Context: an optimization exercise on an open-source flow, tuned for small area. The choices shown serve that exercise and are no tape-out recipe.
The RTL was checked by simulation tests, not by an equivalence proof against the original design.
Power and IR drop assume default switching activity.

$ cat design/flow/flow/run.sh
#!/bin/bash
# Standard layout with two changes: the port buffers are the smallest buffer
# (every port still gets its own buffer), and clock tree synthesis adds no
# dummy loads. Each tool's full output is in the ORFS logs under orfs/logs;
# the make output is in flow_make.log.
set -euo pipefail
export BUFFER_PORTS_ARGS="-buffer_cell sky130_fd_sc_hd__buf_1"
export CTS_ARGS="-sink_clustering_enable -repair_clock_nets -dont_use_dummy_load -buf_list sky130_fd_sc_hd__clkbuf_8 -sink_clustering_size 20 -sink_clustering_max_diameter 60"
bash standard.sh finish > flow_make.log 2>&1
$ cat design/flow/standard.sh
#!/bin/bash
# synth_recipe.tcl (not shown) runs the flow's synth.tcl, then flattens the netlist and writes it again
# the make line also repeats each setting of config.mk as NAME=value (left out here)
make -C /OpenROAD-flow-scripts/flow DESIGN_CONFIG=/design/flow/config.mk WORK_HOME=/design/flow/orfs CLKGATE_MAP_FILE= SYNTH_SCRIPT=/design/flow/synth_recipe.tcl "${@:-finish}"
$ cat design/flow/config.mk
export PLATFORM = sky130hd
export DESIGN_NAME = running_mean_stddev
export DESIGN_NICKNAME = running_mean_stddev
export VERILOG_FILES = /design/flow/design.v
export SDC_FILE = /design/flow/constraint.sdc
export NUM_CORES = 4
export LEC_CHECK = 0
export CAP_MARGIN = 20
export CORE_MARGIN = 2
export CORE_UTILIZATION = 40
export CTS_BUF_LIST = sky130_fd_sc_hd__clkbuf_8
export CTS_CLUSTER_DIAMETER = 60
export CTS_CLUSTER_SIZE = 20
export SLEW_MARGIN = 20
$ cat design/flow/constraint.sdc
create_clock -name core_clock -period 11.0 [get_ports {aclk}]
set_input_delay 2.2000 -clock core_clock [delete_from_list [all_inputs] [get_ports {aclk}]]
set_output_delay 2.2000 -clock core_clock [all_outputs]
set_load 0.01 [all_outputs]
$ cat design/flow/design.v
package rms_pkg;
    localparam int CNT_W  = 17;
    localparam int SUM_W  = 32;
    localparam int SQ_W   = 47;
endpackage
module running_mean_stddev #(
    parameter int MAX_COUNT   = 65536,
    parameter int FRAC_BITS   = 16
) (
    input  logic        aclk,
    input  logic        aresetn,
    input  logic        s_axis_tvalid,
    output logic        s_axis_tready,
    input  logic [15:0] s_axis_tdata,    
    input  logic        s_axis_tlast,
    output logic        m_axis_tvalid,
    input  logic        m_axis_tready,
    output logic [87:0] m_axis_tdata,    
    input  logic        psel,
    input  logic        penable,
    input  logic        pwrite,
    input  logic [1:0]  paddr,
    input  logic [31:0] pwdata,
    output logic [31:0] prdata,
    output logic        pready
);
    logic [16:0]        cnt;
    logic [31:0]        sum;
    logic [46:0]        sq;
    logic               ovf;
    logic               mode;
    logic               busy, valid;
    logic               accept, go, take;
    logic signed [15:0] xg;
    logic [2:0]         pc, pc_n;          
    logic [16:0]        cnt_n;
    logic [31:0]        sum_n;
    logic [46:0]        sq_n;
    logic               ovf_n;
    assign pready = 1'b1;
    assign prdata = {31'd0, mode};
    assign s_axis_tready = ~(s_axis_tlast & (busy | valid));
    assign accept = s_axis_tvalid & s_axis_tready;
    assign go     = accept & s_axis_tlast;
    assign take   = accept & ~cnt[16];
    assign xg     = take ? s_axis_tdata : 16'd0;
    rms_add #(.W(17)) u_cnt (.a(cnt), .b(17'd0), .ci(take), .s(cnt_n), .co());
    rms_adds #(.W(32), .L(18)) u_sum (.a(sum), .b({{16{xg[15]}}, xg}), .ci(1'b0), .s(sum_n), .co());
    rms_sqacc u_sqacc (
        .a(xg), .sq(sq), .pc(pc), .sq_n(sq_n), .pc_n(pc_n)
    );
    assign ovf_n  = ovf | (accept & cnt[16]);
    always_ff @(posedge aclk) begin
        if (!aresetn || go) begin
            cnt <= '0;
            sum <= '0;
            sq  <= '1;
            pc  <= '1;
            ovf <= 1'b0;
        end else begin
            cnt <= cnt_n;
            sum <= sum_n;
            sq  <= sq_n;
            pc  <= pc_n;
            ovf <= ovf_n;
        end
    end
    always_ff @(posedge aclk) begin
        if (!aresetn) mode <= 1'b0;
        else if (psel && penable && pwrite && paddr == 2'd0) mode <= pwdata[0];
    end
    logic [7:0]  t;
    logic [16:0] N;
    logic        OVF, NEG;
    logic [15:0] RM;         
    logic [31:0] MB;         
    logic [62:0] X;          
    logic [33:0] R;
    logic [32:0] DR;
    logic        brw, seen;
    logic [2:0]  PC;
    logic        qc;
    logic ph0, pY, pQ, pM, pD, pDiv, pSq, sqB, fin, tlastdiv;
    assign ph0  = busy & (t[7:6] == 2'b00);
    assign pY   = ph0 & ~t[5];
    assign pD   = ph0 & t[5] & (t[4:0] >= 5'd15);
    assign pQ   = ph0 & ~pD;
    assign pM   = ph0 & t[5];
    assign pDiv = busy & (t[7:6] == 2'b01);
    assign pSq  = busy & (t[7:6] == 2'b10);
    assign sqB  = ~t[0];
    assign tlastdiv = (t[5:0] == 6'd63);
    assign fin  = busy & (t == 8'd190);
    logic [31:0] mp_in;
    logic        m_eff;
    logic [16:0] nm_in;
    assign mp_in = sum_n ^ {32{sum_n[31]}};
    assign m_eff = mode & (cnt != 17'd0);
    assign nm_in = m_eff ? (cnt[16] ? 17'h0FFFF : cnt) : cnt_n;
    logic [31:0] mp;
    logic        s_t, m_t;
    logic [31:0] ya;
    assign mp  = {RM, MB[31:16]};
    assign s_t = mp[t[4:0]] ^ NEG;
    assign m_t = NEG ? (s_t ^ seen) : s_t;
    logic        ya_co;
    logic        bm;
    assign bm = m_t & pY;
    rms_adds #(.W(32), .L(20)) u_ya (.a(R[31:0]), .b(bm ? mp : 32'd0), .ci(bm & NEG),
                            .s(ya), .co(ya_co));
    logic [15:0] xa_a;
    logic        xa_m;
    logic [16:0] xa;
    assign xa_a = pQ ? X[62:47] : DR[32:17];
    logic inj, qb;
    assign inj  = (t == 8'd11 && PC[0]) || (t == 8'd22 && PC[1]) || (t == 8'd32 && PC[2]);
    assign qb   = ~X[0] ^ inj ^ qc;
    assign xa_m = pQ ? qb : DR[0];
    rms_add #(.W(17)) u_xa (.a({1'b0, xa_a}), .b(xa_m ? N : 17'd0), .ci(1'b0),
                            .s(xa), .co());
    logic xbit, ybit, abit, brw_n;
    assign xbit  = pQ ? xa[0] : X[47];
    assign ybit  = ya[0];
    assign abit  = xbit ^ ybit ^ brw;
    assign brw_n = (~xbit & (ybit | brw)) | (ybit & brw);
    logic [16:0] r2m;
    logic [17:0] dm;
    logic        gem;
    assign r2m = {RM, MB[31]};
    logic        dm_co;
    rms_add #(.W(17)) u_dm (.a(r2m), .b(~N), .ci(1'b1), .s(dm[16:0]), .co(dm_co));
    assign dm[17] = 1'b0;
    assign gem = dm_co;
    logic [33:0] r2, bop, diff;
    logic        bor, ge;
    assign r2  = {R[32:0], X[31]};
    assign bop = pSq ? {DR[31:0], 2'b01} : {1'b0, DR};
    logic        d_co;
    rms_adds #(.W(34), .L(21)) u_diff (.a(r2), .b(~bop), .ci(1'b1), .s(diff), .co(d_co));
    assign bor = ~d_co;
    assign ge  = d_co;
    always_ff @(posedge aclk) begin
        if (!aresetn) begin
            busy  <= 1'b0;
            valid <= 1'b0;
        end else begin
            if (go) busy <= 1'b1;
            else if (fin) busy <= 1'b0;
            if (fin) valid <= 1'b1;
            else if (m_axis_tready) valid <= 1'b0;
        end
    end
    logic [7:0] t_n;
    rms_add #(.W(8)) u_t (.a(t), .b(8'd0), .ci(1'b1), .s(t_n), .co());
    always_ff @(posedge aclk) begin
        if (go) t <= '0;
        else t <= t_n;
    end
    always_ff @(posedge aclk) begin
        if (go) begin
            N   <= cnt_n;
            OVF <= ovf_n;
            NEG <= sum_n[31];
            PC  <= ~pc_n;
        end
    end
    always_ff @(posedge aclk) begin
        if (go) begin
            RM <= mp_in[31:16];
            MB <= {mp_in[15:0], (sum_n[31] & ~cnt[16]) ? ~cnt[15:0] : 16'd0};
        end else if (pM) begin
            RM <= gem ? dm[15:0] : r2m[15:0];
            MB <= {MB[30:0], gem ^ NEG};
        end
    end
    always_ff @(posedge aclk) begin
        if (go) begin
            seen <= 1'b0;
            brw  <= 1'b0;
            qc   <= 1'b0;
        end else if (ph0) begin
            qc <= (~X[0] & inj) | (qc & (~X[0] ^ inj));
            if (pY) seen <= seen | s_t;
            brw <= brw_n;
        end
    end
    always_ff @(posedge aclk) begin
        if (go) X <= {16'd0, sq_n};
        else if (pQ) X <= {xa[16:1], pY & abit, X[46:1]};
        else if (pD) X[62:47] <= {1'b0, X[62:48]};
        else X <= {X[61:32], ge, X[30:0], X[62]};
    end
    always_ff @(posedge aclk) begin
        if (go) R <= '0;
        else if (ph0) R <= {2'd0, abit & ~pY, ya[31:1]};
        else if (pDiv && tlastdiv) R <= '0;
        else R <= ((ge && !(pSq && !sqB)) ? diff : r2);
    end
    always_ff @(posedge aclk) begin
        if (go) DR <= {16'd0, nm_in};
        else if (pD) DR <= {xa, DR[16:1]};
        else if (pDiv && tlastdiv) DR <= '0;
        else if (pSq && sqB) DR[31:0] <= {DR[30:0], ge};
    end
    assign m_axis_tvalid = valid;
    assign m_axis_tdata  = {5'd0,
                            OVF ? 2'd2 : (N[16:1] == 16'd0 ? 2'd1 : 2'd0),
                            N, DR[31:0], MB};
endmodule
module rms_add #(
    parameter int W = 8
) (
    input  logic [W-1:0] a,
    input  logic [W-1:0] b,
    input  logic         ci,
    output logic [W-1:0] s,
    output logic         co
);
    logic [W:0] c;
    assign c[0] = ci;
    for (genvar i = 0; i < W; i++) begin : g_bit
        assign s[i]   = a[i] ^ b[i] ^ c[i];
        assign c[i+1] = (a[i] & b[i]) | (c[i] & (a[i] ^ b[i]));
    end
    assign co = c[W];
endmodule
module rms_adds #(
    parameter int W = 32,
    parameter int L = 16
) (
    input  logic [W-1:0] a,
    input  logic [W-1:0] b,
    input  logic         ci,
    output logic [W-1:0] s,
    output logic         co
);
    logic         c_lo, co0;
    logic [W-L-1:0] u0;
    rms_add #(.W(L)) u_lo (.a(a[L-1:0]), .b(b[L-1:0]), .ci(ci), .s(s[L-1:0]), .co(c_lo));
    rms_add #(.W(W-L)) u_hi (.a(a[W-1:L]), .b(b[W-1:L]), .ci(1'b0), .s(u0), .co(co0));
    assign s[W-1:L] = u0 + {{(W-L-1){1'b0}}, c_lo};
    assign co = co0 | (c_lo & (&u0));
endmodule
module rms_sqacc (
    input  logic [15:0]   a,
    input  logic [46:0]   sq,
    input  logic [2:0]    pc,
    output logic [46:0]   sq_n,
    output logic [2:0]    pc_n
);
    wire d1 = ~a[0];
    wire d2 = ~a[1];
    wire d3 = ~a[2];
    wire d4 = ~a[3];
    wire d5 = ~a[4];
    wire d6 = ~a[5];
    wire d7 = ~a[6];
    wire d8 = ~a[7];
    wire d9 = ~a[8];
    wire d10 = ~a[9];
    wire d11 = ~a[10];
    wire d12 = ~a[11];
    wire d13 = ~a[12];
    wire d14 = ~a[13];
    wire d15 = ~a[14];
    wire d16 = ~a[15];
    wire p17 = ~(a[0] & a[1]);
    wire p18 = ~(a[0] & a[2]);
    wire p19 = ~(a[0] & a[3]);
    wire p20 = ~(a[0] & a[4]);
    wire p21 = ~(a[0] & a[5]);
    wire p22 = ~(a[0] & a[6]);
    wire p23 = ~(a[0] & a[7]);
    wire p24 = ~(a[0] & a[8]);
    wire p25 = ~(a[0] & a[9]);
    wire p26 = ~(a[0] & a[10]);
    wire p27 = ~(a[0] & a[11]);
    wire p28 = ~(a[0] & a[12]);
    wire p29 = ~(a[0] & a[13]);
    wire p30 = ~(a[0] & a[14]);
    wire p31 = ~(a[1] & a[2]);
    wire p32 = ~(a[1] & a[3]);
    wire p33 = ~(a[1] & a[4]);
    wire p34 = ~(a[1] & a[5]);
    wire p35 = ~(a[1] & a[6]);
    wire p36 = ~(a[1] & a[7]);
    wire p37 = ~(a[1] & a[8]);
    wire p38 = ~(a[1] & a[9]);
    wire p39 = ~(a[1] & a[10]);
    wire p40 = ~(a[1] & a[11]);
    wire p41 = ~(a[1] & a[12]);
    wire p42 = ~(a[1] & a[13]);
    wire p43 = ~(a[1] & a[14]);
    wire p44 = ~(a[2] & a[3]);
    wire p45 = ~(a[2] & a[4]);
    wire p46 = ~(a[2] & a[5]);
    wire p47 = ~(a[2] & a[6]);
    wire p48 = ~(a[2] & a[7]);
    wire p49 = ~(a[2] & a[8]);
    wire p50 = ~(a[2] & a[9]);
    wire p51 = ~(a[2] & a[10]);
    wire p52 = ~(a[2] & a[11]);
    wire p53 = ~(a[2] & a[12]);
    wire p54 = ~(a[2] & a[13]);
    wire p55 = ~(a[2] & a[14]);
    wire p56 = ~(a[3] & a[4]);
    wire p57 = ~(a[3] & a[5]);
    wire p58 = ~(a[3] & a[6]);
    wire p59 = ~(a[3] & a[7]);
    wire p60 = ~(a[3] & a[8]);
    wire p61 = ~(a[3] & a[9]);
    wire p62 = ~(a[3] & a[10]);
    wire p63 = ~(a[3] & a[11]);
    wire p64 = ~(a[3] & a[12]);
    wire p65 = ~(a[3] & a[13]);
    wire p66 = ~(a[3] & a[14]);
    wire p67 = ~(a[4] & a[5]);
    wire p68 = ~(a[4] & a[6]);
    wire p69 = ~(a[4] & a[7]);
    wire p70 = ~(a[4] & a[8]);
    wire p71 = ~(a[4] & a[9]);
    wire p72 = ~(a[4] & a[10]);
    wire p73 = ~(a[4] & a[11]);
    wire p74 = ~(a[4] & a[12]);
    wire p75 = ~(a[4] & a[13]);
    wire p76 = ~(a[4] & a[14]);
    wire p77 = ~(a[5] & a[6]);
    wire p78 = ~(a[5] & a[7]);
    wire p79 = ~(a[5] & a[8]);
    wire p80 = ~(a[5] & a[9]);
    wire p81 = ~(a[5] & a[10]);
    wire p82 = ~(a[5] & a[11]);
    wire p83 = ~(a[5] & a[12]);
    wire p84 = ~(a[5] & a[13]);
    wire p85 = ~(a[5] & a[14]);
    wire p86 = ~(a[6] & a[7]);
    wire p87 = ~(a[6] & a[8]);
    wire p88 = ~(a[6] & a[9]);
    wire p89 = ~(a[6] & a[10]);
    wire p90 = ~(a[6] & a[11]);
    wire p91 = ~(a[6] & a[12]);
    wire p92 = ~(a[6] & a[13]);
    wire p93 = ~(a[6] & a[14]);
    wire p94 = ~(a[7] & a[8]);
    wire p95 = ~(a[7] & a[9]);
    wire p96 = ~(a[7] & a[10]);
    wire p97 = ~(a[7] & a[11]);
    wire p98 = ~(a[7] & a[12]);
    wire p99 = ~(a[7] & a[13]);
    wire p100 = ~(a[7] & a[14]);
    wire p101 = ~(a[8] & a[9]);
    wire p102 = ~(a[8] & a[10]);
    wire p103 = ~(a[8] & a[11]);
    wire p104 = ~(a[8] & a[12]);
    wire p105 = ~(a[8] & a[13]);
    wire p106 = ~(a[8] & a[14]);
    wire p107 = ~(a[9] & a[10]);
    wire p108 = ~(a[9] & a[11]);
    wire p109 = ~(a[9] & a[12]);
    wire p110 = ~(a[9] & a[13]);
    wire p111 = ~(a[9] & a[14]);
    wire p112 = ~(a[10] & a[11]);
    wire p113 = ~(a[10] & a[12]);
    wire p114 = ~(a[10] & a[13]);
    wire p115 = ~(a[10] & a[14]);
    wire p116 = ~(a[11] & a[12]);
    wire p117 = ~(a[11] & a[13]);
    wire p118 = ~(a[11] & a[14]);
    wire p119 = ~(a[12] & a[13]);
    wire p120 = ~(a[12] & a[14]);
    wire p121 = ~(a[13] & a[14]);
    wire n122 = a[15] & a[0];
    wire n123 = a[15] & a[1];
    wire n124 = a[15] & a[2];
    wire n125 = a[15] & a[3];
    wire n126 = a[15] & a[4];
    wire n127 = a[15] & a[5];
    wire n128 = a[15] & a[6];
    wire n129 = a[15] & a[7];
    wire n130 = a[15] & a[8];
    wire n131 = a[15] & a[9];
    wire n132 = a[15] & a[10];
    wire n133 = a[15] & a[11];
    wire n134 = a[15] & a[12];
    wire n135 = a[15] & a[13];
    wire n136 = a[15] & a[14];
    wire s137 = sq[16] ^ d9 ^ p43;
    wire c138 = (sq[16] & d9) | (p43 & (sq[16] ^ d9));
    wire s139 = ~(sq[10] ^ d6);
    wire c140 = sq[10] | d6;
    wire s141 = sq[11] ^ pc[0] ^ p26;
    wire c142 = (sq[11] & pc[0]) | (p26 & (sq[11] ^ pc[0]));
    wire s143 = sq[12] ^ d7 ^ p27;
    wire c144 = (sq[12] & d7) | (p27 & (sq[12] ^ d7));
    wire s145 = ~(p39 ^ p50);
    wire c146 = p39 | p50;
    wire s147 = sq[13] ^ p28 ^ p40;
    wire c148 = (sq[13] & p28) | (p40 & (sq[13] ^ p28));
    wire s149 = ~(p51 ^ p61);
    wire c150 = p51 | p61;
    wire s151 = sq[14] ^ d8 ^ p29;
    wire c152 = (sq[14] & d8) | (p29 & (sq[14] ^ d8));
    wire s153 = p41 ^ p52 ^ p62;
    wire c154 = (p41 & p52) | (p62 & (p41 ^ p52));
    wire s155 = ~(p71 ^ p79);
    wire c156 = p71 | p79;
    wire s157 = sq[15] ^ p30 ^ p42;
    wire c158 = (sq[15] & p30) | (p42 & (sq[15] ^ p30));
    wire s159 = p53 ^ p63 ^ p72;
    wire c160 = (p53 & p63) | (p72 & (p53 ^ p63));
    wire s161 = ~(p80 ^ p87);
    wire c162 = p80 | p87;
    wire s163 = s137 ^ p54 ^ p64;
    wire c164 = (s137 & p54) | (p64 & (s137 ^ p54));
    wire s165 = p73 ^ p81 ^ p88;
    wire c166 = (p73 & p81) | (p88 & (p73 ^ p81));
    wire s167 = p94 ^ n122 ^ 1'b0;
    wire c168 = (p94 & n122) | (1'b0 & (p94 ^ n122));
    wire s169 = sq[17] ^ p55 ^ p65;
    wire c170 = (sq[17] & p55) | (p65 & (sq[17] ^ p55));
    wire s171 = p74 ^ p82 ^ p89;
    wire c172 = (p74 & p82) | (p89 & (p74 ^ p82));
    wire s173 = p95 ^ n123 ^ c138;
    wire c174 = (p95 & n123) | (c138 & (p95 ^ n123));
    wire s175 = sq[18] ^ d10 ^ p66;
    wire c176 = (sq[18] & d10) | (p66 & (sq[18] ^ d10));
    wire s177 = p75 ^ p83 ^ p90;
    wire c178 = (p75 & p83) | (p90 & (p75 ^ p83));
    wire s179 = p96 ^ p101 ^ n124;
    wire c180 = (p96 & p101) | (n124 & (p96 ^ p101));
    wire s181 = sq[19] ^ p76 ^ p84;
    wire c182 = (sq[19] & p76) | (p84 & (sq[19] ^ p76));
    wire s183 = p91 ^ p97 ^ p102;
    wire c184 = (p91 & p97) | (p102 & (p91 ^ p97));
    wire s185 = sq[20] ^ d11 ^ p85;
    wire c186 = (sq[20] & d11) | (p85 & (sq[20] ^ d11));
    wire s187 = p92 ^ p98 ^ p103;
    wire c188 = (p92 & p98) | (p103 & (p92 ^ p98));
    wire s189 = sq[21] ^ p93 ^ p99;
    wire c190 = (sq[21] & p93) | (p99 & (sq[21] ^ p93));
    wire s191 = sq[22] ^ pc[1] ^ d12;
    wire c192 = (sq[22] & pc[1]) | (d12 & (sq[22] ^ pc[1]));
    wire s193 = ~(p100 ^ p105);
    wire c194 = p100 | p105;
    wire s195 = ~(sq[23] ^ p106);
    wire c196 = sq[23] | p106;
    wire s197 = ~(sq[24] ^ d13);
    wire c198 = sq[24] | d13;
    wire s199 = ~(sq[6] ^ d4);
    wire c200 = sq[6] | d4;
    wire s201 = ~(sq[7] ^ p22);
    wire c202 = sq[7] | p22;
    wire s203 = sq[8] ^ d5 ^ p23;
    wire c204 = (sq[8] & d5) | (p23 & (sq[8] ^ d5));
    wire s205 = ~(p35 ^ p46);
    wire c206 = p35 | p46;
    wire s207 = sq[9] ^ p24 ^ p36;
    wire c208 = (sq[9] & p24) | (p36 & (sq[9] ^ p24));
    wire s209 = ~(p47 ^ p57);
    wire c210 = p47 | p57;
    wire s211 = s139 ^ p25 ^ p37;
    wire c212 = (s139 & p25) | (p37 & (s139 ^ p25));
    wire s213 = p48 ^ p58 ^ p67;
    wire c214 = (p48 & p58) | (p67 & (p48 ^ p58));
    wire s215 = s141 ^ p38 ^ p49;
    wire c216 = (s141 & p38) | (p49 & (s141 ^ p38));
    wire s217 = p59 ^ p68 ^ c140;
    wire c218 = (p59 & p68) | (c140 & (p59 ^ p68));
    wire s219 = s143 ^ s145 ^ p60;
    wire c220 = (s143 & s145) | (p60 & (s143 ^ s145));
    wire s221 = p69 ^ p77 ^ c142;
    wire c222 = (p69 & p77) | (c142 & (p69 ^ p77));
    wire s223 = s147 ^ s149 ^ p70;
    wire c224 = (s147 & s149) | (p70 & (s147 ^ s149));
    wire s225 = p78 ^ c144 ^ c146;
    wire c226 = (p78 & c144) | (c146 & (p78 ^ c144));
    wire s227 = s151 ^ s153 ^ s155;
    wire c228 = (s151 & s153) | (s155 & (s151 ^ s153));
    wire s229 = p86 ^ c148 ^ c150;
    wire c230 = (p86 & c148) | (c150 & (p86 ^ c148));
    wire s231 = s157 ^ s159 ^ s161;
    wire c232 = (s157 & s159) | (s161 & (s157 ^ s159));
    wire s233 = c152 ^ c154 ^ c156;
    wire c234 = (c152 & c154) | (c156 & (c152 ^ c154));
    wire s235 = s163 ^ s165 ^ s167;
    wire c236 = (s163 & s165) | (s167 & (s163 ^ s165));
    wire s237 = c158 ^ c160 ^ c162;
    wire c238 = (c158 & c160) | (c162 & (c158 ^ c160));
    wire s239 = s169 ^ s171 ^ s173;
    wire c240 = (s169 & s171) | (s173 & (s169 ^ s171));
    wire s241 = c164 ^ c166 ^ c168;
    wire c242 = (c164 & c166) | (c168 & (c164 ^ c166));
    wire s243 = s175 ^ s177 ^ s179;
    wire c244 = (s175 & s177) | (s179 & (s175 ^ s177));
    wire s245 = c170 ^ c172 ^ c174;
    wire c246 = (c170 & c172) | (c174 & (c170 ^ c172));
    wire s247 = s181 ^ s183 ^ n125;
    wire c248 = (s181 & s183) | (n125 & (s181 ^ s183));
    wire s249 = c176 ^ c178 ^ c180;
    wire c250 = (c176 & c178) | (c180 & (c176 ^ c178));
    wire s251 = s185 ^ s187 ^ p107;
    wire c252 = (s185 & s187) | (p107 & (s185 ^ s187));
    wire s253 = n126 ^ c182 ^ c184;
    wire c254 = (n126 & c182) | (c184 & (n126 ^ c182));
    wire s255 = s189 ^ p104 ^ p108;
    wire c256 = (s189 & p104) | (p108 & (s189 ^ p104));
    wire s257 = n127 ^ c186 ^ c188;
    wire c258 = (n127 & c186) | (c188 & (n127 ^ c186));
    wire s259 = s191 ^ s193 ^ p109;
    wire c260 = (s191 & s193) | (p109 & (s191 ^ s193));
    wire s261 = p112 ^ n128 ^ c190;
    wire c262 = (p112 & n128) | (c190 & (p112 ^ n128));
    wire s263 = s195 ^ p110 ^ p113;
    wire c264 = (s195 & p110) | (p113 & (s195 ^ p110));
    wire s265 = n129 ^ c192 ^ c194;
    wire c266 = (n129 & c192) | (c194 & (n129 ^ c192));
    wire s267 = s197 ^ p111 ^ p114;
    wire c268 = (s197 & p111) | (p114 & (s197 ^ p111));
    wire s269 = p116 ^ n130 ^ c196;
    wire c270 = (p116 & n130) | (c196 & (p116 ^ n130));
    wire s271 = sq[25] ^ p115 ^ p117;
    wire c272 = (sq[25] & p115) | (p117 & (sq[25] ^ p115));
    wire s273 = ~(n131 ^ c198);
    wire c274 = n131 | c198;
    wire s275 = sq[26] ^ d14 ^ p118;
    wire c276 = (sq[26] & d14) | (p118 & (sq[26] ^ d14));
    wire s277 = ~(p119 ^ n132);
    wire c278 = p119 | n132;
    wire s279 = ~(sq[27] ^ p120);
    wire c280 = sq[27] | p120;
    wire s281 = ~(sq[28] ^ d15);
    wire c282 = sq[28] | d15;
    wire s283 = ~(sq[4] ^ d3);
    wire c284 = sq[4] | d3;
    wire s285 = ~(sq[5] ^ p20);
    wire c286 = sq[5] | p20;
    wire s287 = s199 ^ p21 ^ p33;
    wire c288 = (s199 & p21) | (p33 & (s199 ^ p21));
    wire s289 = s201 ^ p34 ^ p45;
    wire c290 = (s201 & p34) | (p45 & (s201 ^ p34));
    wire s291 = s203 ^ s205 ^ p56;
    wire c292 = (s203 & s205) | (p56 & (s203 ^ s205));
    wire s293 = s207 ^ s209 ^ c204;
    wire c294 = (s207 & s209) | (c204 & (s207 ^ s209));
    wire s295 = s211 ^ s213 ^ c208;
    wire c296 = (s211 & s213) | (c208 & (s211 ^ s213));
    wire s297 = s215 ^ s217 ^ c212;
    wire c298 = (s215 & s217) | (c212 & (s215 ^ s217));
    wire s299 = s219 ^ s221 ^ c216;
    wire c300 = (s219 & s221) | (c216 & (s219 ^ s221));
    wire s301 = s223 ^ s225 ^ c220;
    wire c302 = (s223 & s225) | (c220 & (s223 ^ s225));
    wire s303 = s227 ^ s229 ^ c224;
    wire c304 = (s227 & s229) | (c224 & (s227 ^ s229));
    wire s305 = s231 ^ s233 ^ c228;
    wire c306 = (s231 & s233) | (c228 & (s231 ^ s233));
    wire s307 = s235 ^ s237 ^ c232;
    wire c308 = (s235 & s237) | (c232 & (s235 ^ s237));
    wire s309 = s239 ^ s241 ^ c236;
    wire c310 = (s239 & s241) | (c236 & (s239 ^ s241));
    wire s311 = s243 ^ s245 ^ c240;
    wire c312 = (s243 & s245) | (c240 & (s243 ^ s245));
    wire s313 = s247 ^ s249 ^ c244;
    wire c314 = (s247 & s249) | (c244 & (s247 ^ s249));
    wire s315 = s251 ^ s253 ^ c248;
    wire c316 = (s251 & s253) | (c248 & (s251 ^ s253));
    wire s317 = s255 ^ s257 ^ c252;
    wire c318 = (s255 & s257) | (c252 & (s255 ^ s257));
    wire s319 = s259 ^ s261 ^ c256;
    wire c320 = (s259 & s261) | (c256 & (s259 ^ s261));
    wire s321 = s263 ^ s265 ^ c260;
    wire c322 = (s263 & s265) | (c260 & (s263 ^ s265));
    wire s323 = s267 ^ s269 ^ c264;
    wire c324 = (s267 & s269) | (c264 & (s267 ^ s269));
    wire s325 = s271 ^ s273 ^ c268;
    wire c326 = (s271 & s273) | (c268 & (s271 ^ s273));
    wire s327 = s275 ^ s277 ^ c272;
    wire c328 = (s275 & s277) | (c272 & (s275 ^ s277));
    wire s329 = s279 ^ n133 ^ c276;
    wire c330 = (s279 & n133) | (c276 & (s279 ^ n133));
    wire s331 = s281 ^ p121 ^ n134;
    wire c332 = (s281 & p121) | (n134 & (s281 ^ p121));
    wire s333 = ~(sq[29] ^ n135);
    wire c334 = sq[29] | n135;
    wire s335 = ~(sq[30] ^ d16);
    wire c336 = sq[30] | d16;
    wire s337 = ~(sq[2] ^ d2);
    wire c338 = sq[2] | d2;
    wire s339 = ~(sq[3] ^ p18);
    wire c340 = sq[3] | p18;
    wire s341 = s283 ^ p19 ^ p31;
    wire c342 = (s283 & p19) | (p31 & (s283 ^ p19));
    wire s343 = s285 ^ p32 ^ c284;
    wire c344 = (s285 & p32) | (c284 & (s285 ^ p32));
    wire s345 = s287 ^ p44 ^ c286;
    wire c346 = (s287 & p44) | (c286 & (s287 ^ p44));
    wire s347 = s289 ^ c200 ^ c288;
    wire c348 = (s289 & c200) | (c288 & (s289 ^ c200));
    wire s349 = s291 ^ c202 ^ c290;
    wire c350 = (s291 & c202) | (c290 & (s291 ^ c202));
    wire s351 = s293 ^ c206 ^ c292;
    wire c352 = (s293 & c206) | (c292 & (s293 ^ c206));
    wire s353 = s295 ^ c210 ^ c294;
    wire c354 = (s295 & c210) | (c294 & (s295 ^ c210));
    wire s355 = s297 ^ c214 ^ c296;
    wire c356 = (s297 & c214) | (c296 & (s297 ^ c214));
    wire s357 = s299 ^ c218 ^ c298;
    wire c358 = (s299 & c218) | (c298 & (s299 ^ c218));
    wire s359 = s301 ^ c222 ^ c300;
    wire c360 = (s301 & c222) | (c300 & (s301 ^ c222));
    wire s361 = s303 ^ c226 ^ c302;
    wire c362 = (s303 & c226) | (c302 & (s303 ^ c226));
    wire s363 = s305 ^ c230 ^ c304;
    wire c364 = (s305 & c230) | (c304 & (s305 ^ c230));
    wire s365 = s307 ^ c234 ^ c306;
    wire c366 = (s307 & c234) | (c306 & (s307 ^ c234));
    wire s367 = s309 ^ c238 ^ c308;
    wire c368 = (s309 & c238) | (c308 & (s309 ^ c238));
    wire s369 = s311 ^ c242 ^ c310;
    wire c370 = (s311 & c242) | (c310 & (s311 ^ c242));
    wire s371 = s313 ^ c246 ^ c312;
    wire c372 = (s313 & c246) | (c312 & (s313 ^ c246));
    wire s373 = s315 ^ c250 ^ c314;
    wire c374 = (s315 & c250) | (c314 & (s315 ^ c250));
    wire s375 = s317 ^ c254 ^ c316;
    wire c376 = (s317 & c254) | (c316 & (s317 ^ c254));
    wire s377 = s319 ^ c258 ^ c318;
    wire c378 = (s319 & c258) | (c318 & (s319 ^ c258));
    wire s379 = s321 ^ c262 ^ c320;
    wire c380 = (s321 & c262) | (c320 & (s321 ^ c262));
    wire s381 = s323 ^ c266 ^ c322;
    wire c382 = (s323 & c266) | (c322 & (s323 ^ c266));
    wire s383 = s325 ^ c270 ^ c324;
    wire c384 = (s325 & c270) | (c324 & (s325 ^ c270));
    wire s385 = s327 ^ c274 ^ c326;
    wire c386 = (s327 & c274) | (c326 & (s327 ^ c274));
    wire s387 = s329 ^ c278 ^ c328;
    wire c388 = (s329 & c278) | (c328 & (s329 ^ c278));
    wire s389 = s331 ^ c280 ^ c330;
    wire c390 = (s331 & c280) | (c330 & (s331 ^ c280));
    wire s391 = s333 ^ c282 ^ c332;
    wire c392 = (s333 & c282) | (c332 & (s333 ^ c282));
    wire s393 = s335 ^ n136 ^ c334;
    wire c394 = (s335 & n136) | (c334 & (s335 ^ n136));
    wire s395 = sq[31] ^ 1'b0 ^ c336;
    wire c396 = (sq[31] & 1'b0) | (c336 & (sq[31] ^ 1'b0));
    wire s397 = sq[32] ^ pc[2] ^ 1'b0;
    wire c398 = (sq[32] & pc[2]) | (1'b0 & (sq[32] ^ pc[2]));
    wire s399 = ~(sq[33] ^ 1'b0);
    wire c400 = sq[33] | 1'b0;
    wire s401 = ~(sq[34] ^ 1'b0);
    wire c402 = sq[34] | 1'b0;
    wire s403 = ~(sq[35] ^ 1'b0);
    wire c404 = sq[35] | 1'b0;
    wire s405 = ~(sq[36] ^ 1'b0);
    wire c406 = sq[36] | 1'b0;
    wire s407 = ~(sq[37] ^ 1'b0);
    wire c408 = sq[37] | 1'b0;
    wire s409 = ~(sq[38] ^ 1'b0);
    wire c410 = sq[38] | 1'b0;
    wire s411 = ~(sq[39] ^ 1'b0);
    wire c412 = sq[39] | 1'b0;
    wire s413 = ~(sq[40] ^ 1'b0);
    wire c414 = sq[40] | 1'b0;
    wire s415 = ~(sq[41] ^ 1'b0);
    wire c416 = sq[41] | 1'b0;
    wire s417 = ~(sq[42] ^ 1'b0);
    wire c418 = sq[42] | 1'b0;
    wire s419 = ~(sq[43] ^ 1'b0);
    wire c420 = sq[43] | 1'b0;
    wire s421 = ~(sq[44] ^ 1'b0);
    wire c422 = sq[44] | 1'b0;
    wire s423 = ~(sq[45] ^ 1'b0);
    wire c424 = sq[45] | 1'b0;
    wire s425 = ~(sq[46] ^ 1'b0);
    wire c426 = sq[46] | 1'b0;
    wire s427 = ~(sq[0] ^ d1);
    wire c428 = sq[0] | d1;
    wire s429 = ~(sq[1] ^ c428);
    wire c430 = sq[1] | c428;
    wire s431 = s337 ^ p17 ^ c430;
    wire c432 = (s337 & p17) | (c430 & (s337 ^ p17));
    wire s433 = s339 ^ c338 ^ c432;
    wire c434 = (s339 & c338) | (c432 & (s339 ^ c338));
    wire s435 = s341 ^ c340 ^ c434;
    wire c436 = (s341 & c340) | (c434 & (s341 ^ c340));
    wire s437 = s343 ^ c342 ^ c436;
    wire c438 = (s343 & c342) | (c436 & (s343 ^ c342));
    wire s439 = s345 ^ c344 ^ c438;
    wire c440 = (s345 & c344) | (c438 & (s345 ^ c344));
    wire s441 = s347 ^ c346 ^ c440;
    wire c442 = (s347 & c346) | (c440 & (s347 ^ c346));
    wire s443 = s349 ^ c348 ^ c442;
    wire c444 = (s349 & c348) | (c442 & (s349 ^ c348));
    wire s445 = s351 ^ c350 ^ c444;
    wire c446 = (s351 & c350) | (c444 & (s351 ^ c350));
    wire s447 = s353 ^ c352 ^ c446;
    wire c448 = (s353 & c352) | (c446 & (s353 ^ c352));
    wire s449 = ~(s355 ^ c354);
    wire c450 = s355 | c354;
    wire s451 = s357 ^ c356 ^ c450;
    wire c452 = (s357 & c356) | (c450 & (s357 ^ c356));
    wire s453 = s359 ^ c358 ^ c452;
    wire c454 = (s359 & c358) | (c452 & (s359 ^ c358));
    wire s455 = s361 ^ c360 ^ c454;
    wire c456 = (s361 & c360) | (c454 & (s361 ^ c360));
    wire s457 = s363 ^ c362 ^ c456;
    wire c458 = (s363 & c362) | (c456 & (s363 ^ c362));
    wire s459 = s365 ^ c364 ^ c458;
    wire c460 = (s365 & c364) | (c458 & (s365 ^ c364));
    wire s461 = s367 ^ c366 ^ c460;
    wire c462 = (s367 & c366) | (c460 & (s367 ^ c366));
    wire s463 = s369 ^ c368 ^ c462;
    wire c464 = (s369 & c368) | (c462 & (s369 ^ c368));
    wire s465 = s371 ^ c370 ^ c464;
    wire c466 = (s371 & c370) | (c464 & (s371 ^ c370));
    wire s467 = s373 ^ c372 ^ c466;
    wire c468 = (s373 & c372) | (c466 & (s373 ^ c372));
    wire s469 = s375 ^ c374 ^ c468;
    wire c470 = (s375 & c374) | (c468 & (s375 ^ c374));
    wire s471 = ~(s377 ^ c376);
    wire c472 = s377 | c376;
    wire s473 = s379 ^ c378 ^ c472;
    wire c474 = (s379 & c378) | (c472 & (s379 ^ c378));
    wire s475 = s381 ^ c380 ^ c474;
    wire c476 = (s381 & c380) | (c474 & (s381 ^ c380));
    wire s477 = s383 ^ c382 ^ c476;
    wire c478 = (s383 & c382) | (c476 & (s383 ^ c382));
    wire s479 = s385 ^ c384 ^ c478;
    wire c480 = (s385 & c384) | (c478 & (s385 ^ c384));
    wire s481 = s387 ^ c386 ^ c480;
    wire c482 = (s387 & c386) | (c480 & (s387 ^ c386));
    wire s483 = s389 ^ c388 ^ c482;
    wire c484 = (s389 & c388) | (c482 & (s389 ^ c388));
    wire s485 = s391 ^ c390 ^ c484;
    wire c486 = (s391 & c390) | (c484 & (s391 ^ c390));
    wire s487 = s393 ^ c392 ^ c486;
    wire c488 = (s393 & c392) | (c486 & (s393 ^ c392));
    wire s489 = s395 ^ c394 ^ c488;
    wire c490 = (s395 & c394) | (c488 & (s395 ^ c394));
    wire s491 = ~(s397 ^ c396);
    wire c492 = s397 | c396;
    wire s493 = s399 ^ c398 ^ c492;
    wire c494 = (s399 & c398) | (c492 & (s399 ^ c398));
    wire s495 = s401 ^ c400 ^ c494;
    wire c496 = (s401 & c400) | (c494 & (s401 ^ c400));
    wire s497 = s403 ^ c402 ^ c496;
    wire c498 = (s403 & c402) | (c496 & (s403 ^ c402));
    wire s499 = s405 ^ c404 ^ c498;
    wire c500 = (s405 & c404) | (c498 & (s405 ^ c404));
    wire s501 = s407 ^ c406 ^ c500;
    wire c502 = (s407 & c406) | (c500 & (s407 ^ c406));
    wire s503 = s409 ^ c408 ^ c502;
    wire c504 = (s409 & c408) | (c502 & (s409 ^ c408));
    wire s505 = s411 ^ c410 ^ c504;
    wire c506 = (s411 & c410) | (c504 & (s411 ^ c410));
    wire s507 = s413 ^ c412 ^ c506;
    wire c508 = (s413 & c412) | (c506 & (s413 ^ c412));
    wire s509 = s415 ^ c414 ^ c508;
    wire c510 = (s415 & c414) | (c508 & (s415 ^ c414));
    wire s511 = s417 ^ c416 ^ c510;
    wire c512 = (s417 & c416) | (c510 & (s417 ^ c416));
    wire s513 = s419 ^ c418 ^ c512;
    wire c514 = (s419 & c418) | (c512 & (s419 ^ c418));
    wire s515 = s421 ^ c420 ^ c514;
    wire c516 = (s421 & c420) | (c514 & (s421 ^ c420));
    wire s517 = s423 ^ c422 ^ c516;
    wire c518 = (s423 & c422) | (c516 & (s423 ^ c422));
    wire s519 = s425 ^ c424 ^ c518;
    wire c520 = (s425 & c424) | (c518 & (s425 ^ c424));
    assign sq_n[0] = s427;
    assign sq_n[1] = s429;
    assign sq_n[2] = s431;
    assign sq_n[3] = s433;
    assign sq_n[4] = s435;
    assign sq_n[5] = s437;
    assign sq_n[6] = s439;
    assign sq_n[7] = s441;
    assign sq_n[8] = s443;
    assign sq_n[9] = s445;
    assign sq_n[10] = s447;
    assign sq_n[11] = s449;
    assign sq_n[12] = s451;
    assign sq_n[13] = s453;
    assign sq_n[14] = s455;
    assign sq_n[15] = s457;
    assign sq_n[16] = s459;
    assign sq_n[17] = s461;
    assign sq_n[18] = s463;
    assign sq_n[19] = s465;
    assign sq_n[20] = s467;
    assign sq_n[21] = s469;
    assign sq_n[22] = s471;
    assign sq_n[23] = s473;
    assign sq_n[24] = s475;
    assign sq_n[25] = s477;
    assign sq_n[26] = s479;
    assign sq_n[27] = s481;
    assign sq_n[28] = s483;
    assign sq_n[29] = s485;
    assign sq_n[30] = s487;
    assign sq_n[31] = s489;
    assign sq_n[32] = s491;
    assign sq_n[33] = s493;
    assign sq_n[34] = s495;
    assign sq_n[35] = s497;
    assign sq_n[36] = s499;
    assign sq_n[37] = s501;
    assign sq_n[38] = s503;
    assign sq_n[39] = s505;
    assign sq_n[40] = s507;
    assign sq_n[41] = s509;
    assign sq_n[42] = s511;
    assign sq_n[43] = s513;
    assign sq_n[44] = s515;
    assign sq_n[45] = s517;
    assign sq_n[46] = s519;
    assign pc_n[0] = c448;
    assign pc_n[1] = c470;
    assign pc_n[2] = c490;
endmodule
==> metrics.yaml, run 1 <==
pwr:
  netSwitchingFraction_pct: 40.1
  ir_drop_uv: 161
  seqPwrFrac_pct: 35.0
  p_sw_mw: 1.97
  p_leak_nw: 10.3
  clkPwrFrac_pct: 12.8
  internal_power_mw: 2.94
  powerDensity_mw_per_mm2: 199
  pwr-share-comb_pct: 52.2
clock_tree:
  cts_buffers: 28
  root_buffer: "clkbuf_8"
  cts_sinks: 313
  cts_tree: "done"
  h-tree-depth: 1
  cts.clk_slew.worst_paths_ns: 0.11
  clockBufferDepth: 3
  clk-insertion-delay-late_ns: 0.67
logic_synthesis:
  synth_fa_ha_area_share_pct: 27.6
  ys_seq_area_share_pct: 33.5
  synth-compound-area-share_pct: 8.42
  synth_xor_area_share_pct: 2.69
  synth_top_area_cell: "fa_1"
  synth_top_area_share_pct: 23.8
  synth_top_family_by_area: "adder cells"
  synth_cell_type_count: 66
  syn_inst: 2268
  synth-edff-count: 134
  yosysMostFrequentCell: "nand2_1"
  yosysWarnings: 1
  ys_seq_elements: 313
  syn_area_mm2: 0.0227
  avgSynthCellArea_um2: 10.0
  synth.area.mux_share_pct: 4.03
  synthArstFlopShare_pct: 0
  synth_common_cells: "nand2_1 (307), fa_1 (270), inv_1 (252), dfxtp_1 (179), nor2_1 (143)"
  synthTopCellsByArea: "fa_1 (24%), edfxtp_1 (18%), dfxtp_1 (16%), nand2_1 (5.1%), inv_1 (4.2%)"
  ys.flop_type: "dfxtp_1"
  synth_simple_gate_area_share_pct: 15.1
detailed_routing:
  met2RoutedLength_um: 28800
  m1WireLength_um: 27800
  drc: 0
  dr.pass1.iters: 7
  routed.top_layer: "met4"
  vias: 16500
  avgRoutedWirePerCell_um: 20.0
  wl_met3_um: 4050
  ant_nets: 0
  drtIter0Drc: 1306
  viasPerCell: 5.29
  drt_wl_total_um: 62500
setup_path:
  r2r_end: "u_ya.a[3]$_SDFF_PP0_"
  crit_slowest_cell: "fa_1"
  cp_slowest_stage_delay_ns: 0.45
  crit_path_frequent_cell: "fa_1"
  ff2ff_path_depth: 34
  rr_startpoint: "t[7]$_SDFF_PP0_"
  path_buf_inv: 4
  worst-setup-path-type: "reg2reg"
  crit_path_end_kind: "register"
  cp_data_required_time_ns: 11.45
  crit_cells: 34
  crit_fanout: 6
  cp-start-kind: "register"
  cp.arrival_ns: 11.05
  r2r_slack_ns: 0.40
  critPathTopFamily: "adder cells"
status:
  status: "timing/DRC/antenna clean"
final_layout:
  fillers: 5486
  drive_gt1_share_pct: 10.5
  fin_nets: 2761
  final_util_pct: 43.9
  regArea_mm2: 0.00761
  multi_input_area_mm2: 0.0134
  areaGrowthSynthToFinish_pct: 8.56
min_path:
  hold_end: "X[51]$_SDFF_PP0_"
  min-delay-start: "X[50]$_SDFF_PP0_"
  hold_depth: 2
  hold_class: "reg2reg"
timing:
  fmax_mhz: 94.4
  worst_pin_slew_ns: 0.981
  skew_ns: 0.0948
  slew_viol_final: 0
  rsz0062_at_grt: "false"
  fin_crit_ns: 10.60
  hold_violations: 0
  report.final.setup_viol: 0
  min_period_over_period_pct: 96.3
  slew_headroom_pct: 34.6
  whs_ns: 0.478
global_routing:
  grt_max_degree: 94
  grt_pass1_vias: 16900
  grt_pass1_wl_um: 98100
  antenna_found_initial: 2
  grt_overflow: 0
  track_usage_pct: 21.3
die:
  die-width_um: 242
  rows: 87
  die_area_mm2: 0.0588
  core_mm2: 0.0563
  start_util_pct: 40.4
  ios: 181
  die_h_um: 242
place:
  place.gp.congestion: 0.902
  dp_hpwl_um: 47100
  portBuffers: 112
run:
  max_cap_violations: 0
-- power groups by stage --
stage / logic (mW) / registers [mW] / clock network [mW]
after detailed placement: 2.55 / 1.74 / 0
after global placement: 2.47 / 1.74 / 0
after global routing: 2.93 / 1.76 / 0.684
after CTS: 2.57 / 1.72 / 0.645
final: 2.56 / 1.72 / 0.626
after floorplan: 1.90 / 1.68 / 0
-- kinds of logic (layout without fill, tap and decap cells) --
kind of cell,after synthesis,after routing
AOI/OAI and AO/OA,283,283
buffers and inverters,453,512
muxes,81,81
xor gates and xnor gates,69,69
adders and majority gates,339,339
other,2,38
DFF,313,313
and+or+nand+nor,728,728
-- worst max path at each step --
| stage | startpoint | endpoint | slack [ns] |
|---|---|---|---|
| 6_report | t[7]$_SDFF_PP0_ | u_ya.a[3]$_SDFF_PP0_ | 0.40 |
| 2_1_floorplan | t[0]$_SDFF_PP0_ | u_ya.a[27]$_SDFF_PP0_ | 0.01 |
| 3_3_place_gp | t[0]$_SDFF_PP0_ | u_ya.a[27]$_SDFF_PP0_ | -0.20 |
| 5_1_grt | RM[3]$_DFFE_PP_ | u_ya.a[27]$_SDFF_PP0_ | 0.02 |
| 4_1_cts | RM[11]$_DFFE_PP_ | u_ya.a[27]$_SDFF_PP0_ | 0.04 |
| 3_5_place_dp | t[0]$_SDFF_PP0_ | u_ya.a[27]$_SDFF_PP0_ | -0.24 |
-- what timing repair did --
| item | CTS | global route |
|---|---|---|
| pin swaps | 0 | 6 |
| buffers inserted | 1 | 3 |
| setup endpoints to repair | 8 | 31 |
| resized for setup | 10 | 16 |
| hold buffers | 0 | 0 |
-- through the flow --
stage	power (mW)	std cells	cell area, um^2	worst slack, ns	TNS [ns]
floorplan	3.59	2303	22900	0.0110	0
global placement	4.21	3086	24200	-0.195	-0.582
detailed placement	4.29	3086	24200	-0.239	-0.757
CTS	4.94	3115	24600	0.0398	0
global route	5.37	3119	24700	0.0185	0
finish	4.91	3119	24700	0.403	0
-- state kept, by name (all words and copies together) (netlist names), 3 cells and up --
register / count
RM: 16
X: 63
sum: 32
u_ya.a: 32
DR: 33
sq: 47
N: 17
PC: 3
MB: 32
t: 8
cnt: 17
pc: 3
-- cells in the final DEF, fill, tap and decap left out, types with 50 or more instances in the layout --
master,instances
nand2_1,307
fa_1,254
inv_1,250
dfxtp_1,177
nor2_1,141
edfxtp_1,134
buf_4,117
buf_1,112
and3_1,74
ha_1,68
a21oi_1,64
a211oi_1,50
-- area by class of cell --
cell class,count,area share [%]
Clock buffer,28,1.56
Inverter,252,3.85
Timing Repair Buffer,232,5.47
Sequential cell,313,30.8
Tap cell,756,3.83
Antenna cell,1,0.0101
Multi-Input combinational cell,1537,54.4
-- routing by layer --
metal  track usage (%)  up-vias
met5                 0        -
met4              5.99        0
met3              3.76      115
met2              33.7      510
met1              30.0     8339
li1                  -     7531
-- worst min-delay path, delay by kind of cell, from the launching register on --
| family | cells | cell delay, ns |
|---|---|---|
| AND/OR/NAND/NOR | 1 | 0.10 |
| AO/OA/AOI/OAI | 1 | 0.05 |
| flip-flops | 1 | 0.33 |
==> inputs of run 2 (changes only) <==
==> design/flow/run.sh (new file) <==
#!/bin/bash
# synth_recipe.tcl (not shown) runs the flow's synth.tcl, then flattens the netlist and writes it again
# the make line also repeats each setting of config.mk as NAME=value (left out here)
make -C /OpenROAD-flow-scripts/flow DESIGN_CONFIG=/design/flow/config.mk WORK_HOME=/design/flow/orfs CLKGATE_MAP_FILE= SYNTH_SCRIPT=/design/flow/synth_recipe.tcl finish
removed: design/flow/flow/run.sh
removed: design/flow/standard.sh
==> metrics.yaml, run 2 <==
logic_synthesis:
  syn_inst: 2268
  syn_area_mm2: 0.0227
  synth_common_cells: "nand2_1 (307), fa_1 (270), inv_1 (252), dfxtp_1 (179), nor2_1 (143)"
  synth_top_area_cell: "fa_1"
  yosysMostFrequentCell: "nand2_1"
  yosysWarnings: 1
  synth_cell_type_count: 66
  avgSynthCellArea_um2: 10.0
  ys_seq_elements: 313
  synthTopCellsByArea: "fa_1 (24%), edfxtp_1 (18%), dfxtp_1 (16%), nand2_1 (5.1%), inv_1 (4.2%)"
  ys_seq_area_share_pct: 33.5
  ys.flop_type: "dfxtp_1"
  synth-edff-count: 134
  synth_top_area_share_pct: 23.8
  synthArstFlopShare_pct: 0
final_layout:
  reg_top3: "X x63, sq x47, DR x33"
  final_cell_mix: "nand2_1 (306), fa_1 (257), inv_1 (252)"
  largest_reg_flops: 63
  drive_gt1_share_pct: 11.2
  final_util_pct: 45.6
  fin_nets: 2758
  areaGrowthSynthToFinish_pct: 12.9
  finalInstanceArea_mm2: 0.0257
  top_register: "X"
  final_common_cell: "nand2_1"
clock_tree:
  root_buffer: "clkbuf_8"
  cts.clk_slew.worst_paths_ns: 0.12
  h-tree-depth: 1
  cts_sinks: 313
  cts_buffers: 30
  hold_buffers: 0
  clk-insertion-delay-late_ns: 0.68
  cts_tree: "done"
  clockBufferDepth: 3
place:
  dpl-instance-area_mm2: 0.0249
  portBuffers: 112
  post-place-ws_ns: -0.153
  place.gp.congestion: 0.885
  dp_hpwl_um: 47500
detailed_routing:
  viasPerCell: 5.23
  drt_wl_total_um: 63200
  avgRoutedWirePerCell_um: 20.1
  drtIter0Drc: 1328
  ant_nets: 0
  vias: 16400
  drc: 0
  dr.pass1.iters: 5
run:
  max_cap_violations: 0
global_routing:
  antenna_found_initial: 2
  grt_overflow: 0
  grt_pass1_vias: 16700
  track_usage_pct: 21.6
  grt_max_degree: 95
  grt_pass1_wl_um: 99200
setup_path:
  crit_path_frequent_cell: "fa_2"
  cp_slowest_stage_delay_ns: 0.51
  cp-start-kind: "register"
  crit_fanout: 4
  path_buf_inv: 5
  critPathTopFamily: "adder cells"
  worst-setup-path-type: "reg2reg"
  cp_data_required_time_ns: 11.53
  crit_path_end_kind: "register"
  crit_slowest_cell: "mux4_2"
  cp.arrival_ns: 11.13
timing:
  report.final.setup_viol: 0
  hold_violations: 0
  skew_ns: 0.0232
  setup_ws_ns: 0.403
  min_period_over_period_pct: 96.3
  rsz0062_at_grt: "false"
  slew_viol_final: 0
  fmax_mhz: 94.4
  fin_crit_ns: 10.60
  slew_headroom_pct: 35.7
  worst_pin_slew_ns: 0.964
die:
  die-width_um: 242
  rows: 87
  die_area_mm2: 0.0588
  start_util_pct: 40.4
  ios: 181
  die_h_um: 242
  core_mm2: 0.0563
min_path:
  hold_class: "reg2reg"
status:
  status: "timing/DRC/antenna clean"
pwr:
  p_leak_nw: 10.8
  powerDensity_mw_per_mm2: 200
  ir_drop_uv: 193
## run 2: cell counts after synthesis
No cell type changed its count.
## run 2: per-layer routing
metal / global-route usage (%) / part of all wire [%] / vias up
met3: 4.14 / 7.7 / 95
met2: 33.9 / 45 / 503
met4: 5.61 / 2.9 / 0
met1: 30.5 / 44 / 8261
met5: 0 / 0 / -
li1: - / - / 7561
## run 2: cells by family (layout without fill, tap and decap cells)
family / Yosys count / count (layout) / share of synthesized area [%]
simple gates: 728 / 728 / 15.1
buf+inv: 453 / 535 / 8.75
fa+ha+maj: 339 / 339 / 27.6
flops: 313 / 313 / 33.5
compound gates: 283 / 283 / 8.42
mux: 81 / 81 / 4.03
xor+xnor: 69 / 69 / 2.69
other cells: 2 / 38 / 0.0330
## run 2: final cells by class
type | count | area (um^2)
clock inverters | 25 | 265
flip-flops and latches | 313 | 7610
repair buffers | 227 | 2020
multi-input cells | 1537 | 13400
fillers | 5350 | 30600
diodes | 1 | 2.50
inverters | 252 | 951
clock buffers | 31 | 427
well taps | 756 | 946
## run 2: worst paths after layout
path | cells past startpoint | to | startpoint | slack [ns]
hold reg to reg | 2 | X[52]$_SDFF_PP0_ | X[53]$_SDFF_PP0_ | 0.50
setup / recovery | 42 | u_ya.a[27]$_SDFF_PP0_ | t[1]$_SDFF_PP0_ | 0.40
setup reg to reg | 42 | u_ya.a[27]$_SDFF_PP0_ | t[1]$_SDFF_PP0_ | 0.40
hold / removal | 2 | X[52]$_SDFF_PP0_ | X[53]$_SDFF_PP0_ | 0.50
## run 2: repair_timing
action,CTS,global route
endpoints found under the setup margin,6,33
resized for setup,7,23
setup buffers,0,3
pin swaps,2,6
## run 2: worst min-delay path: cells and delay by family (launching register included)
family | cells | cell delay (ns)
AND/OR/NAND/NOR | 1 | 0.05
AO/OA/AOI/OAI | 1 | 0.06
flip-flops | 1 | 0.34
## run 2: report_power, final
group	leakage, nW	switching, mW	internal [mW]	total, mW
registers	2.77	0.186	1.53	1.72
clock network	0.351	0.525	0.304	0.829
logic	7.64	1.39	1.21	2.60
total	10.8	2.10	3.04	5.14
## run 2: stage by stage
step	TNS, ns	total power [mW]	hold WS (ns)	cells
2_1_floorplan	0	3.59	0.445	2303
3_3_place_gp	-0.498	4.24	0.471	3082
3_5_place_dp	-0.431	4.32	0.475	3082
4_1_cts	0	5.18	0.490	3138
5_1_grt	0	5.62	0.536	3141
6_report	0	5.14	0.496	3142
==> inputs of run 3 (changes only) <==
--- a/design/flow/design.v
+++ b/design/flow/design.v
@@ -70,5 +70,5 @@
         else if (psel && penable && pwrite && paddr == 2'd0) mode <= pwdata[0];
     end
-    logic [7:0]  t;
+    logic [7:0]  t, t_n;
     logic [16:0] N;
     logic        OVF, NEG;
@@ -78,7 +78,8 @@
     logic [33:0] R;
     logic [32:0] DR;
-    logic        brw, seen;
+    logic        brw, seen, mreg;
     logic [2:0]  PC;
     logic        qc;
+    rms_add #(.W(8)) u_t (.a(t), .b(8'd0), .ci(1'b1), .s(t_n), .co());
     logic ph0, pY, pQ, pM, pD, pDiv, pSq, sqB, fin, tlastdiv;
     assign ph0  = busy & (t[7:6] == 2'b00);
@@ -86,5 +87,5 @@
     assign pD   = ph0 & t[5] & (t[4:0] >= 5'd15);
     assign pQ   = ph0 & ~pD;
-    assign pM   = ph0 & t[5];
+    assign pM   = busy & (t[7:5] == 3'b010);
     assign pDiv = busy & (t[7:6] == 2'b01);
     assign pSq  = busy & (t[7:6] == 2'b10);
@@ -99,24 +100,35 @@
     assign nm_in = m_eff ? (cnt[16] ? 17'h0FFFF : cnt) : cnt_n;
     logic [31:0] mp;
-    logic        s_t, m_t;
-    logic [31:0] ya;
-    assign mp  = {RM, MB[31:16]};
-    assign s_t = mp[t[4:0]] ^ NEG;
-    assign m_t = NEG ? (s_t ^ seen) : s_t;
-    logic        ya_co;
+    logic        s_nx, seen_nx, m_nx;
+    assign mp      = {RM, MB[31:16]};
+    assign s_nx    = mp[t_n[4:0]] ^ NEG;
+    assign seen_nx = seen | mreg;
+    assign m_nx    = s_nx ^ (NEG & seen_nx);
+    logic inj, qb;
+    assign inj  = (t == 8'd11 && PC[0]) || (t == 8'd22 && PC[1]) || (t == 8'd32 && PC[2]);
+    assign qb   = ~X[0] ^ inj ^ qc;
     logic        bm;
-    assign bm = m_t & pY;
-    rms_adds #(.W(32), .L(20)) u_ya (.a(R[31:0]), .b(bm ? mp : 32'd0), .ci(bm & NEG),
-                            .s(ya), .co(ya_co));
+    logic [33:0] r2, bop, aa, bb, sa;
+    logic        ca, ge;
+    logic [31:0] ya;
+    assign bm  = mreg & pY;
+    assign r2  = {R[32:0], X[31]};
+    assign bop = pSq ? {DR[31:0], 2'b01} : {1'b0, DR};
+    assign aa  = ph0 ? {2'b00, R[31:0]} : r2;
+    assign bb  = ph0 ? {2'b00, (bm ? mp : 32'd0)} : ~bop;
+    rms_adds #(.W(34), .L(19)) u_sa (.a(aa), .b(bb), .ci(ph0 ? (bm & NEG) : 1'b1),
+                                     .s(sa), .co(ca));
+    assign ya = sa[31:0];
+    assign ge = ca;
     logic [15:0] xa_a;
     logic        xa_m;
-    logic [16:0] xa;
+    logic [16:0] r2m, ab_a, ab_b, xa;
+    logic        gem;
     assign xa_a = pQ ? X[62:47] : DR[32:17];
-    logic inj, qb;
-    assign inj  = (t == 8'd11 && PC[0]) || (t == 8'd22 && PC[1]) || (t == 8'd32 && PC[2]);
-    assign qb   = ~X[0] ^ inj ^ qc;
     assign xa_m = pQ ? qb : DR[0];
-    rms_add #(.W(17)) u_xa (.a({1'b0, xa_a}), .b(xa_m ? N : 17'd0), .ci(1'b0),
-                            .s(xa), .co());
+    assign r2m  = {RM, MB[31]};
+    assign ab_a = ph0 ? {1'b0, xa_a} : r2m;
+    assign ab_b = ph0 ? (xa_m ? N : 17'd0) : ~N;
+    rms_add #(.W(17)) u_xa (.a(ab_a), .b(ab_b), .ci(~ph0), .s(xa), .co(gem));
     logic xbit, ybit, abit, brw_n;
     assign xbit  = pQ ? xa[0] : X[47];
@@ -124,20 +136,4 @@
     assign abit  = xbit ^ ybit ^ brw;
     assign brw_n = (~xbit & (ybit | brw)) | (ybit & brw);
-    logic [16:0] r2m;
-    logic [17:0] dm;
-    logic        gem;
-    assign r2m = {RM, MB[31]};
-    logic        dm_co;
-    rms_add #(.W(17)) u_dm (.a(r2m), .b(~N), .ci(1'b1), .s(dm[16:0]), .co(dm_co));
-    assign dm[17] = 1'b0;
-    assign gem = dm_co;
-    logic [33:0] r2, bop, diff;
-    logic        bor, ge;
-    assign r2  = {R[32:0], X[31]};
-    assign bop = pSq ? {DR[31:0], 2'b01} : {1'b0, DR};
-    logic        d_co;
-    rms_adds #(.W(34), .L(21)) u_diff (.a(r2), .b(~bop), .ci(1'b1), .s(diff), .co(d_co));
-    assign bor = ~d_co;
-    assign ge  = d_co;
     always_ff @(posedge aclk) begin
         if (!aresetn) begin
@@ -151,6 +147,4 @@
         end
     end
-    logic [7:0] t_n;
-    rms_add #(.W(8)) u_t (.a(t), .b(8'd0), .ci(1'b1), .s(t_n), .co());
     always_ff @(posedge aclk) begin
         if (go) t <= '0;
@@ -170,5 +164,5 @@
             MB <= {mp_in[15:0], (sum_n[31] & ~cnt[16]) ? ~cnt[15:0] : 16'd0};
         end else if (pM) begin
-            RM <= gem ? dm[15:0] : r2m[15:0];
+            RM <= gem ? xa[15:0] : r2m[15:0];
             MB <= {MB[30:0], gem ^ NEG};
         end
@@ -177,9 +171,13 @@
         if (go) begin
             seen <= 1'b0;
+            mreg <= sum_n[0];
             brw  <= 1'b0;
             qc   <= 1'b0;
         end else if (ph0) begin
             qc <= (~X[0] & inj) | (qc & (~X[0] ^ inj));
-            if (pY) seen <= seen | s_t;
+            if (pY) begin
+                seen <= seen_nx;
+                mreg <= m_nx;
+            end
             brw <= brw_n;
         end
@@ -195,5 +193,5 @@
         else if (ph0) R <= {2'd0, abit & ~pY, ya[31:1]};
         else if (pDiv && tlastdiv) R <= '0;
-        else R <= ((ge && !(pSq && !sqB)) ? diff : r2);
+        else R <= ((ge && !(pSq && !sqB)) ? sa : r2);
     end
     always_ff @(posedge aclk) begin
==> metrics.yaml, run 3 <==
setup_path:
  cp_slowest_stage_delay_ns: 0.50
  crit_path_end_kind: "register"
  cp.arrival_ns: 11.19
  crit_slowest_cell: "dfxtp_1"
  crit_path_frequent_cell: "fa_1"
  startpoint: "busy$_SDFFE_PN0P_"
  worst-setup-path-type: "reg2reg"
  cp-start-kind: "register"
  cp_data_required_time_ns: 11.56
  r2r_slack_ns: 0.37
  ff2ff_path_depth: 32
  r2r_end: "R[31]$_SDFF_PP0_"
  rr_startpoint: "busy$_SDFFE_PN0P_"
  crit_fanout: 18
detailed_routing:
  drt_wl_total_um: 59800
  avgRoutedWirePerCell_um: 19.6
  viasPerCell: 5.41
  ant_nets: 0
  drtIter0Drc: 1493
  vias: 16500
  dr.pass1.iters: 5
  drc: 0
timing:
  slew_viol_final: 0
  rsz0062_at_grt: "false"
  skew_ns: 0.0578
  fmax_mhz: 94.1
  min_period_over_period_pct: 96.6
  report.final.setup_viol: 0
  hold_violations: 0
  setup_ws_ns: 0.375
  slew_headroom_pct: 26.8
  fin_crit_ns: 10.63
  worst_pin_slew_ns: 1.09
pwr:
  ir_drop_uv: 117
  powerDensity_mw_per_mm2: 216
  p_leak_nw: 10.2
  power_mw: 5.30
clock_tree:
  clockBufferDepth: 3
  clk-insertion-delay-late_ns: 0.65
  cts.clk_slew.worst_paths_ns: 0.12
  root_buffer: "clkbuf_8"
  h-tree-depth: 2
  cts_setup_buffers: 0
  hold_buffers: 0
  cts_buffers: 34
  cts_sinks: 314
  cts_tree: "done"
  cts_resized: 0
die:
  core_mm2: 0.0549
  die_area_mm2: 0.0572
  die-width_um: 239
  rows: 86
  start_util_pct: 40.3
  die_h_um: 239
  ios: 181
logic_synthesis:
  synthTopCellsByArea: "fa_1 (21%), edfxtp_1 (18%), dfxtp_1 (16%), nand2_1 (5.9%), inv_1 (4.0%)"
  syn_inst: 2289
  synth_cell_type_count: 67
  ys_seq_elements: 314
  ys.flop_type: "dfxtp_1"
  synth_common_cells: "nand2_1 (348), inv_1 (233), fa_1 (228), dfxtp_1 (179), nor2_1 (163)"
  syn_area_mm2: 0.0221
  synth-edff-count: 135
  yosysWarnings: 1
  synthArstFlopShare_pct: 0
  synth_top_area_share_pct: 20.6
  ys_seq_area_share_pct: 34.5
  yosysMostFrequentCell: "nand2_1"
  avgSynthCellArea_um2: 9.66
  synth_top_area_cell: "fa_1"
global_routing:
  grt_pass1_vias: 16900
  grt_pass1_wl_um: 95800
  grt_max_degree: 89
  grt_overflow: 0
  track_usage_pct: 21.5
  antenna_found_initial: 0
place:
  dp_hpwl_um: 43700
  place.gp.congestion: 0.911
  post-place-ws_ns: -0.0621
  dp_cells: 2985
  dpl-instance-area_mm2: 0.0237
  portBuffers: 112
final_layout:
  top_register: "X"
  finalNonFillerCells: 3047
  areaGrowthSynthToFinish_pct: 10.8
  final_cell_mix: "nand2_1 (347), inv_1 (234), fa_1 (228)"
  fin_nets: 2664
  fillers: 5232
  drive_gt1_share_pct: 7.17
  final_util_pct: 44.7
  final_common_cell: "nand2_1"
  n_antenna_cell: 0
  multi_input_area_mm2: 0.0127
  regArea_mm2: 0.00764
  reg_top3: "X x63, sq x47"
  finalInstanceArea_mm2: 0.0245
  largest_reg_flops: 63
min_path:
  hold_end: "X[49]$_SDFF_PP0_"
  min-delay-start: "X[50]$_SDFF_PP0_"
  hold_class: "reg2reg"
  hold_depth: 2
status:
  status: "timing/DRC/antenna clean"
run:
  max_cap_violations: 0
-- run 3: area by class of cell --
| cell class | instances | share of cell area [%] |
|---|---|---|
| clock buffers | 34 | 1.91 |
| clock inverters | 28 | 1.41 |
| inverters | 238 | 3.66 |
| multi-input cells | 1554 | 51.7 |
| flip-flops and latches | 314 | 31.2 |
| well taps | 704 | 3.59 |
| repair buffers | 175 | 6.56 |
-- run 3: layer usage --
| layer | up-vias | routed length (um) | global-route usage [%] | part of all wire (%) |
|---|---|---|---|---|
| met5 | - | 0 | 0 | 0 |
| met4 | 0 | 1800 | 6.93 | 3.0 |
| met3 | 120 | 4880 | 5.07 | 8.2 |
| met2 | 607 | 28100 | 35.2 | 47 |
| met1 | 8158 | 25100 | 28.1 | 42 |
| li1 | 7604 | - | - | - |
-- run 3: how the worst max path moves through the flow --
stage,depth (start not counted),endpoint
after floorplan,27,X[46]$_DFFE_PP_
after global placement,35,MB[1]$_DFFE_PP_
after detailed placement,35,MB[1]$_DFFE_PP_
after CTS,33,R[31]$_SDFF_PP0_
after global routing,32,R[31]$_SDFF_PP0_
final,32,R[31]$_SDFF_PP0_
-- run 3: critical path, delay by kind of cell, from the launching register on --
| kind | cells | cell delay (ns) |
|---|---|---|
| xor gates and xnor gates | 1 | 0.18 |
| DFF | 1 | 0.50 |
| buffers and inverters | 2 | 0.30 |
| and+or+nand+nor | 7 | 1.15 |
| adders and majority gates | 21 | 8.19 |
| AOI/OAI and AO/OA | 1 | 0.21 |
-- run 3: stage by stage --
step	hold WS [ns]	TNS, ns
after floorplan	0.432	0
after global placement	0.454	0
after detailed placement	0.479	-0.540
after CTS	0.497	0
after global routing	0.519	0
final	0.499	0
-- run 3: report_power, final --
part	internal [mW]	leakage (nW)	switching (mW)
registers	1.55	2.80	0.195
logic	1.20	7.01	1.41
clock network	0.405	0.403	0.539
-- run 3: cell families (layout without fill, tap and decap cells) --
kind of cell | count (synthesis) | after routing | synth area share (%)
and+or+nand+nor | 751 | 751 | 15.2
buffers and inverters | 456 | 475 | 9.09
AOI/OAI and AO/OA | 343 | 343 | 11.2
DFF | 314 | 314 | 34.5
adders and majority gates | 289 | 289 | 24.1
muxes | 73 | 73 | 3.37
xor gates and xnor gates | 61 | 61 | 2.45
other | 2 | 37 | 0.0340

==> port drivers added, routing unchanged <==
No port has a modelled driver above. Below, the same layouts with a new extraction and two added sets of constraints.
Step 1 assumes that a clkbuf_16 drives the clock port and a buf_2 every other input.
Step 2 adds t to the input delays and takes it off the output delays; t is the mean of the earliest and latest rising clock arrival at the registers after step 1. Input paths then give back, and output paths get back, about the clock's delay inside the block.
Three values: ideal, step 1, step 2; two values: the first two.
| run | t (ns) | setup slack, ns | latest minus earliest clock arrival (ns) | slew at the worst register clock pin (ns) | worst data-port slew with drivers (ns) |
|---|---|---|---|---|---|
| run 1 | 0.679 | 0.403 / 0.403 / 0.156 | 0.096 / 0.096 | 0.12 / 0.12 | 0.10 |
| run 2 | 0.721 | 0.403 / 0.403 / -0.035 | 0.024 / 0.024 | 0.12 / 0.12 | 0.07 |
| run 3 | 0.675 | 0.375 / 0.375 / -0.088 | 0.058 / 0.057 | 0.12 / 0.12 | 0.04 |
Met with ideal ports but missed after step 2: setup timing in run 2 and run 3. For run 3, which loses most, drivers alone change the setup slack by 0.000 ns; drivers and shift together by -0.463 ns.
